From an optimization exercise on the open Yosys and OpenROAD flow, aimed at small area and a short achievable clock period; shortcuts taken in it are not production practice. Power is estimated from default activity; no workload was simulated.

==> flow/design.v <==
`default_nettype none
package trace_monitor_pkg;
    typedef enum logic [3:0] {
        TRIG_START_EN   = 4'h0,
        TRIG_END_EN     = 4'h1,
        TRIG_START_ADDR = 4'h2,
        TRIG_END_ADDR   = 4'h3,
        RANGE_LO_EN     = 4'h4,
        RANGE_HI_EN     = 4'h5,
        RANGE_LO        = 4'h6,
        RANGE_HI        = 4'h7
    } ctrl_addr_t;
    localparam int INSTR_WIDTH = 32;
    localparam logic [INSTR_WIDTH-1:0] WFI_INSTRUCTION = 32'h1050_0073;
endpackage
`default_nettype wire
`timescale 1ns/1ns
`default_nettype none
module trace_monitor #(
    parameter int XLEN          = 32,
    parameter int DELTA_WIDTH   = 16,
    parameter int WFI_HOLD      = 8,
    parameter int FIFO_DEPTH    = 8,
    parameter bit WRITE_ON_EDGE = 1'b1
) (
    input  wire logic clk,
    input  wire logic rst_n,
    input  wire logic [XLEN-1:0] pc,
    input  wire logic [31:0] instr,
    input  wire logic en,
    input  wire logic [3:0] ctrl_addr,
    input  wire logic [XLEN-1:0] ctrl_wdata,
    input  wire logic ctrl_write_enable,
    input  wire logic m_tready,
    output logic      m_tvalid,
    output logic [32+DELTA_WIDTH+XLEN-1:0] m_tdata,
    output logic      m_tlast,
    output logic      overflow
);
    localparam int REC_W   = 32 + DELTA_WIDTH + XLEN;
    localparam int MEM_N   = FIFO_DEPTH - 1;           
    localparam int WCNT_W  = $clog2(WFI_HOLD + 1);
    localparam logic [31:0] WFI = trace_monitor_pkg::WFI_INSTRUCTION;
    function automatic logic [1:0] ucmp(input logic [XLEN-1:0] a, input logic [XLEN-1:0] b);
        logic [XLEN-1:0] g, l;
        g = a & ~b;
        l = ~a & b;
        for (int s = 1; s < XLEN; s = s * 2) begin
            for (int i = 0; i + s < XLEN; i = i + 2 * s) begin
                g[i] = g[i+s] | (~l[i+s] & g[i]);
                l[i] = l[i+s] | (~g[i+s] & l[i]);
            end
        end
        ucmp = {g[0], l[0]};
    endfunction
    logic            we_q;
    logic            wr;
    logic            start_en, end_en, lo_en, hi_en;
    logic [XLEN-1:0] start_addr, end_addr, lo_bound, hi_bound;
    logic            start_en_n, end_en_n, lo_en_n, hi_en_n;
    logic [XLEN-1:0] start_addr_n, end_addr_n, lo_bound_n, hi_bound_n;
    logic            wr_lo, wr_hi;
    assign wr    = WRITE_ON_EDGE ? (ctrl_write_enable & ~we_q) : ctrl_write_enable;
    assign wr_lo = wr && (ctrl_addr == trace_monitor_pkg::RANGE_LO);
    assign wr_hi = wr && (ctrl_addr == trace_monitor_pkg::RANGE_HI);
    always_comb begin
        start_en_n   = start_en;
        end_en_n     = end_en;
        start_addr_n = start_addr;
        end_addr_n   = end_addr;
        lo_en_n      = lo_en;
        hi_en_n      = hi_en;
        lo_bound_n   = lo_bound;
        hi_bound_n   = hi_bound;
        if (!rst_n) begin
            start_en_n   = 1'b0;
            end_en_n     = 1'b0;
            start_addr_n = '0;
            end_addr_n   = '1;
            lo_en_n      = 1'b0;
            hi_en_n      = 1'b0;
            lo_bound_n   = '0;
            hi_bound_n   = '1;
        end else if (wr) begin
            case (ctrl_addr)
                trace_monitor_pkg::TRIG_START_EN:   start_en_n   = ctrl_wdata[0];
                trace_monitor_pkg::TRIG_END_EN:     end_en_n     = ctrl_wdata[0];
                trace_monitor_pkg::TRIG_START_ADDR: start_addr_n = ctrl_wdata;
                trace_monitor_pkg::TRIG_END_ADDR:   end_addr_n   = ctrl_wdata;
                trace_monitor_pkg::RANGE_LO_EN:     lo_en_n      = ctrl_wdata[0];
                trace_monitor_pkg::RANGE_HI_EN:     hi_en_n      = ctrl_wdata[0];
                trace_monitor_pkg::RANGE_LO:        lo_bound_n   = ctrl_wdata;
                trace_monitor_pkg::RANGE_HI:        hi_bound_n   = ctrl_wdata;
                default: ;
            endcase
        end
    end
    always_ff @(posedge clk) begin
        we_q       <= rst_n & ctrl_write_enable;
        start_en   <= start_en_n;
        end_en     <= end_en_n;
        start_addr <= start_addr_n;
        end_addr   <= end_addr_n;
        lo_en      <= lo_en_n;
        hi_en      <= hi_en_n;
        lo_bound   <= lo_bound_n;
        hi_bound   <= hi_bound_n;
    end
    logic [XLEN-1:0] pc_s0;
    logic [31:0]     instr_s0;
    logic            s0_ok;
    logic            hist_ok_n;           
    logic            hist_is_wfi, hist_is_wfi_n;
    assign hist_ok_n     = rst_n && s0_ok;
    assign hist_is_wfi_n = hist_ok_n && (instr_s0 == WFI);
    always_ff @(posedge clk) begin
        pc_s0       <= pc;
        instr_s0    <= instr;
        s0_ok       <= rst_n;
        hist_is_wfi <= hist_is_wfi_n;
    end
    logic [WCNT_W-1:0] wfi_cnt, wfi_cnt_n;
    always_comb begin
        if (!rst_n || !hist_is_wfi)  wfi_cnt_n = '0;
        else if (wfi_cnt < WFI_HOLD) wfi_cnt_n = wfi_cnt + 1'b1;
        else                         wfi_cnt_n = wfi_cnt;
    end
    always_ff @(posedge clk) wfi_cnt <= wfi_cnt_n;
    logic started, ended, started_n, ended_n;
    logic start_hit, end_hit;
    always_comb begin
        started_n = started;
        ended_n   = ended;
        if (start_hit) begin
            started_n = 1'b1;
            ended_n   = 1'b0;
        end
        if (end_hit) begin
            ended_n   = 1'b1;
            started_n = 1'b0;
        end
        if (!rst_n) begin
            started_n = 1'b0;
            ended_n   = 1'b0;
        end
    end
    always_ff @(posedge clk) begin
        started <= started_n;
        ended   <= ended_n;
    end
    logic [1:0] cmp_lo, cmp_hi, cmp_wd;
    logic       early_n, lo_keep, hi_keep;
    logic       trig_hold, trig_end;
    logic       range_ok, moved_ok, trig_ok;
    assign cmp_lo = ucmp(pc_s0, lo_bound);
    assign cmp_hi = ucmp(pc_s0, hi_bound);
    assign cmp_wd = ucmp(pc_s0, ctrl_wdata);
    assign early_n = hist_ok_n && (pc_s0 != '0) && (wfi_cnt_n != WCNT_W'(WFI_HOLD));
    assign lo_keep = !lo_en_n || !cmp_lo[0];
    assign hi_keep = !hi_en_n || !cmp_hi[1];
    always_ff @(posedge clk) begin
        if (wr_lo)      range_ok <= early_n && hi_keep && (!lo_en || !cmp_wd[0]);
        else if (wr_hi) range_ok <= early_n && lo_keep && (!hi_en || !cmp_wd[1]);
        else            range_ok <= early_n && lo_keep && hi_keep;
    end
    always_ff @(posedge clk) begin
        moved_ok <= (pc != pc_s0) || (wfi_cnt_n == WCNT_W'(WFI_HOLD - 1));
    end
    assign start_hit = start_en && (pc == start_addr);
    assign end_hit   = end_en && (pc == end_addr);
    assign trig_hold = (!start_en_n || started) && (!end_en_n || !ended);
    assign trig_end  = !start_en_n && !end_en_n;
    always_ff @(posedge clk) begin
        trig_ok <= end_hit ? trig_end : (start_hit || trig_hold);
    end
    logic record_write;
    assign record_write = en && range_ok && moved_ok && trig_ok;
    localparam int LO_W = DELTA_WIDTH / 2;
    logic [DELTA_WIDTH-1:0] cycles, cycles_n, cycles_inc, carry;
    logic                   lo_wrap, sat;    
    assign carry[0]    = 1'b1;
    assign carry[LO_W] = lo_wrap;
    for (genvar i = 1; i < LO_W; i++) begin : g_carry_lo
        assign carry[i] = &cycles[i-1:0];
    end
    for (genvar i = LO_W + 1; i < DELTA_WIDTH; i++) begin : g_carry_hi
        assign carry[i] = lo_wrap && (&cycles[i-1:LO_W]);
    end
    assign cycles_inc = cycles ^ carry;
    always_comb begin
        if (!rst_n)              cycles_n = '0;
        else if (record_write)   cycles_n = {{(DELTA_WIDTH-1){1'b0}}, 1'b1};
        else if (!sat)           cycles_n = cycles_inc;
        else                     cycles_n = cycles;
    end
    always_ff @(posedge clk) begin
        cycles  <= cycles_n;
        lo_wrap <= &cycles_n[LO_W-1:0];
        sat     <= &cycles_n;
    end
    logic [REC_W-1:0]  head_q;
    logic              valid_q, tlast_q, ovf_q;
    logic [MEM_N-1:0][REC_W-1:0] slot_d;    
    logic [MEM_N-1:0][DELTA_WIDTH-1:0] slot_t;
    logic [MEM_N-1:0]  slot_l;
    logic [MEM_N-1:0]  wr_oh, rd_oh, wr_oh_n, rd_oh_n;
    logic [MEM_N-1:0]  mtherm, mtherm_n;   
    logic              mnz, mfull;
    logic              head_free, to_mem, from_mem;
    logic [REC_W-1:0]  next_data;
    logic              next_last;
    assign mnz       = mtherm[0];
    assign mfull     = mtherm[MEM_N-1];
    assign head_free = !valid_q || m_tready;
    assign from_mem  = head_free && mnz;
    assign to_mem    = record_write && !mfull && (mnz || !head_free);
    always_comb begin
        wr_oh_n  = wr_oh;
        rd_oh_n  = rd_oh;
        mtherm_n = mtherm;
        if (to_mem)   wr_oh_n = {wr_oh[MEM_N-2:0], wr_oh[MEM_N-1]};
        if (from_mem) rd_oh_n = {rd_oh[MEM_N-2:0], rd_oh[MEM_N-1]};
        if (to_mem) begin
            if (!from_mem) mtherm_n = {mtherm[MEM_N-2:0], 1'b1};
        end else begin
            if (from_mem)  mtherm_n = {1'b0, mtherm[MEM_N-1:1]};
        end
        if (!rst_n) begin
            wr_oh_n  = MEM_N'(1);
            rd_oh_n  = MEM_N'(1);
            mtherm_n = '0;
        end
    end
    logic [MEM_N-1:0] slot_we, wr_prev, we_00, we_01, we_10, we_11;
    assign wr_prev = {wr_oh[MEM_N-2:0], wr_oh[MEM_N-1]};    
    always_comb begin
        we_00 = mfull ? '0 : wr_oh;
        we_01 = wr_oh;
        if (mfull)    we_10 = '0;
        else if (mnz) we_10 = mtherm[MEM_N-2] ? '0 : wr_prev;
        else          we_10 = valid_q ? wr_prev : wr_oh;
        we_11 = (mnz && !mfull) ? wr_prev : wr_oh;
        case ({record_write, m_tready})
            2'b00:   slot_we = we_00;
            2'b01:   slot_we = we_01;
            2'b10:   slot_we = we_10;
            default: slot_we = we_11;
        endcase
    end
    always_ff @(posedge clk) begin
        for (int i = 0; i < MEM_N; i++) begin
            if (slot_we[i]) begin
                slot_d[i] <= {instr_s0, {DELTA_WIDTH{1'b0}}, pc_s0};
                slot_l[i] <= hist_is_wfi_n;
            end
        end
    end
    always_ff @(posedge clk) begin
        for (int i = 0; i < MEM_N; i++) begin
            if (wr_oh[i] && !mfull) slot_t[i] <= cycles;
        end
    end
    always_comb begin
        next_data = '0;
        next_last = 1'b0;
        next_data[XLEN +: DELTA_WIDTH] = mnz ? '0 : cycles;
        for (int i = 0; i < MEM_N; i++) begin
            next_data[XLEN-1:0]            |= {XLEN{rd_oh[i]}} & slot_d[i][XLEN-1:0];
            next_data[REC_W-1:XLEN+DELTA_WIDTH] |= {32{rd_oh[i]}} & slot_d[i][REC_W-1:XLEN+DELTA_WIDTH];
            next_data[XLEN +: DELTA_WIDTH] |= {DELTA_WIDTH{rd_oh[i] && mnz}} & slot_t[i];
            next_last = next_last | (rd_oh[i] && slot_l[i]);
        end
    end
    always_ff @(posedge clk) begin
        if (head_free) head_q <= next_data;
    end
    always_ff @(posedge clk) begin
        wr_oh  <= wr_oh_n;
        rd_oh  <= rd_oh_n;
        mtherm <= mtherm_n;
        if (!rst_n) begin
            valid_q <= 1'b0;
            tlast_q <= 1'b0;
            ovf_q   <= 1'b0;
        end else begin
            valid_q <= (valid_q && !m_tready) || mnz || record_write;
            if (head_free) tlast_q <= next_last && (mnz || record_write);
            if (record_write && mfull) ovf_q <= 1'b1;
        end
    end
    assign m_tvalid = valid_q;
    assign m_tdata  = head_q;
    assign m_tlast  = tlast_q;
    assign overflow = ovf_q;
endmodule
`default_nettype wire
export LEC_CHECK = 0
export CAP_MARGIN = 20
export CORE_MARGIN = 2
export CORE_UTILIZATION = 65
export CTS_CLUSTER_DIAMETER = 100
export CTS_CLUSTER_SIZE = 30
export PLACE_DENSITY = 0.75
export SETUP_SLACK_MARGIN = 2.9
export SLEW_MARGIN = 20
export TNS_END_PERCENT = 5
create_clock -name core_clock -period 5.0 [get_ports {clk}]
standard.sh (not shown) runs the stock make flow with config.mk's settings and CLKGATE_MAP_FILE= SYNTH_SCRIPT=/design/flow/synth_recipe.tcl, a recipe that flattens the netlist after the stock synthesis.
==> flow/flow/run.sh <==
#!/bin/bash
# Layout flow: the standard ORFS flow (standard.sh, which also runs the
# standard synthesis unchanged), with one change: the port buffers that
# buffer_ports inserts are plain buf_1 cells instead of the delay buffer it
# picks by default. The timing repair steps may still resize them.
set -euo pipefail
export BUFFER_PORTS_ARGS="-buffer_cell sky130_fd_sc_hd__buf_1"
bash standard.sh > standard.log 2>&1
Edit:
--- a/flow/design.v
+++ b/flow/design.v
@@ -128,13 +128,12 @@
     always_ff @(posedge clk) wfi_cnt <= wfi_cnt_n;
     logic started, ended, started_n, ended_n;
-    logic start_hit, end_hit;
     always_comb begin
         started_n = started;
         ended_n   = ended;
-        if (start_hit) begin
+        if (start_en && (pc == start_addr)) begin
             started_n = 1'b1;
             ended_n   = 1'b0;
         end
-        if (end_hit) begin
+        if (end_en && (pc == end_addr)) begin
             ended_n   = 1'b1;
             started_n = 1'b0;
@@ -150,40 +149,23 @@
     end
     logic [1:0] cmp_lo, cmp_hi, cmp_wd;
-    logic       early_n, lo_keep, hi_keep;
-    logic       trig_hold, trig_end;
-    logic       range_ok, moved_ok, trig_ok;
+    logic       retire_n, trig_n, lo_ok_n, hi_ok_n, write_ok;
     assign cmp_lo = ucmp(pc_s0, lo_bound);
     assign cmp_hi = ucmp(pc_s0, hi_bound);
     assign cmp_wd = ucmp(pc_s0, ctrl_wdata);
-    assign early_n = hist_ok_n && (pc_s0 != '0) && (wfi_cnt_n != WCNT_W'(WFI_HOLD));
-    assign lo_keep = !lo_en_n || !cmp_lo[0];
-    assign hi_keep = !hi_en_n || !cmp_hi[1];
-    always_ff @(posedge clk) begin
-        if (wr_lo)      range_ok <= early_n && hi_keep && (!lo_en || !cmp_wd[0]);
-        else if (wr_hi) range_ok <= early_n && lo_keep && (!hi_en || !cmp_wd[1]);
-        else            range_ok <= early_n && lo_keep && hi_keep;
-    end
-    always_ff @(posedge clk) begin
-        moved_ok <= (pc != pc_s0) || (wfi_cnt_n == WCNT_W'(WFI_HOLD - 1));
-    end
-    assign start_hit = start_en && (pc == start_addr);
-    assign end_hit   = end_en && (pc == end_addr);
-    assign trig_hold = (!start_en_n || started) && (!end_en_n || !ended);
-    assign trig_end  = !start_en_n && !end_en_n;
-    always_ff @(posedge clk) begin
-        trig_ok <= end_hit ? trig_end : (start_hit || trig_hold);
+    assign retire_n = hist_ok_n && (pc_s0 != '0)
+                      && ((pc != pc_s0) || (wfi_cnt_n == WCNT_W'(WFI_HOLD - 1)));
+    assign trig_n   = (!start_en_n || started_n) && (!end_en_n || !ended_n);
+    assign lo_ok_n  = !lo_en_n || !(wr_lo ? cmp_wd[0] : cmp_lo[0]);
+    assign hi_ok_n  = !hi_en_n || !(wr_hi ? cmp_wd[1] : cmp_hi[1]);
+    always_ff @(posedge clk) begin
+        write_ok <= retire_n && (wfi_cnt_n != WCNT_W'(WFI_HOLD)) && trig_n
+                    && lo_ok_n && hi_ok_n;
     end
     logic record_write;
-    assign record_write = en && range_ok && moved_ok && trig_ok;
-    localparam int LO_W = DELTA_WIDTH / 2;
+    assign record_write = en && write_ok;
     logic [DELTA_WIDTH-1:0] cycles, cycles_n, cycles_inc, carry;
-    logic                   lo_wrap, sat;    
-    assign carry[0]    = 1'b1;
-    assign carry[LO_W] = lo_wrap;
-    for (genvar i = 1; i < LO_W; i++) begin : g_carry_lo
+    assign carry[0] = 1'b1;
+    for (genvar i = 1; i < DELTA_WIDTH; i++) begin : g_carry
         assign carry[i] = &cycles[i-1:0];
-    end
-    for (genvar i = LO_W + 1; i < DELTA_WIDTH; i++) begin : g_carry_hi
-        assign carry[i] = lo_wrap && (&cycles[i-1:LO_W]);
     end
     assign cycles_inc = cycles ^ carry;
@@ -191,12 +173,8 @@
         if (!rst_n)              cycles_n = '0;
         else if (record_write)   cycles_n = {{(DELTA_WIDTH-1){1'b0}}, 1'b1};
-        else if (!sat)           cycles_n = cycles_inc;
+        else if (cycles != '1)   cycles_n = cycles_inc;
         else                     cycles_n = cycles;
     end
-    always_ff @(posedge clk) begin
-        cycles  <= cycles_n;
-        lo_wrap <= &cycles_n[LO_W-1:0];
-        sat     <= &cycles_n;
-    end
+    always_ff @(posedge clk) cycles <= cycles_n;
     logic [REC_W-1:0]  head_q;
     logic              valid_q, tlast_q, ovf_q;
After rerunning: The new run finished clean. Clock-buffer cell count fell by 5. Die area rose by about 0.65%. Cell area rose by 1.7%. Sequential power hardly moves. Sequential share of layout area fell by 1.3 points. Total power fell by about 0.33%. Sequential cell count fell by 4.
No functional check of the RTL was part of any run of this note.

-- static timing again, ports no longer ideal --
No port has a modelled driver above. Below, the same layouts with a new extraction and two added sets of constraints.
Step 1, drivers: a clkbuf_16 drives clk and a buf_2 each remaining input, both assumed.
Step 2 adds t to the input delays and takes it off the output delays; t is the mean of the earliest and latest rising clock arrival at the registers after step 1. Input paths then give back, and output paths get back, about the clock's delay inside the block.
Three values: no drivers, after step 1, after step 2; two values: the first two.
run | t, ns | slack for setup (ns) | latest minus earliest clock arrival (ns)
the first run | 0.660 | 2.317 / 2.344 / 1.684 | 0.035 / 0.036
the second run | 0.645 | 2.361 / 2.365 / 1.719 | 0.029 / 0.029
After both steps every run listed still meets setup and hold. For the second run, which loses most, drivers alone change the setup slack by +0.004 ns; drivers and shift together by -0.642 ns.
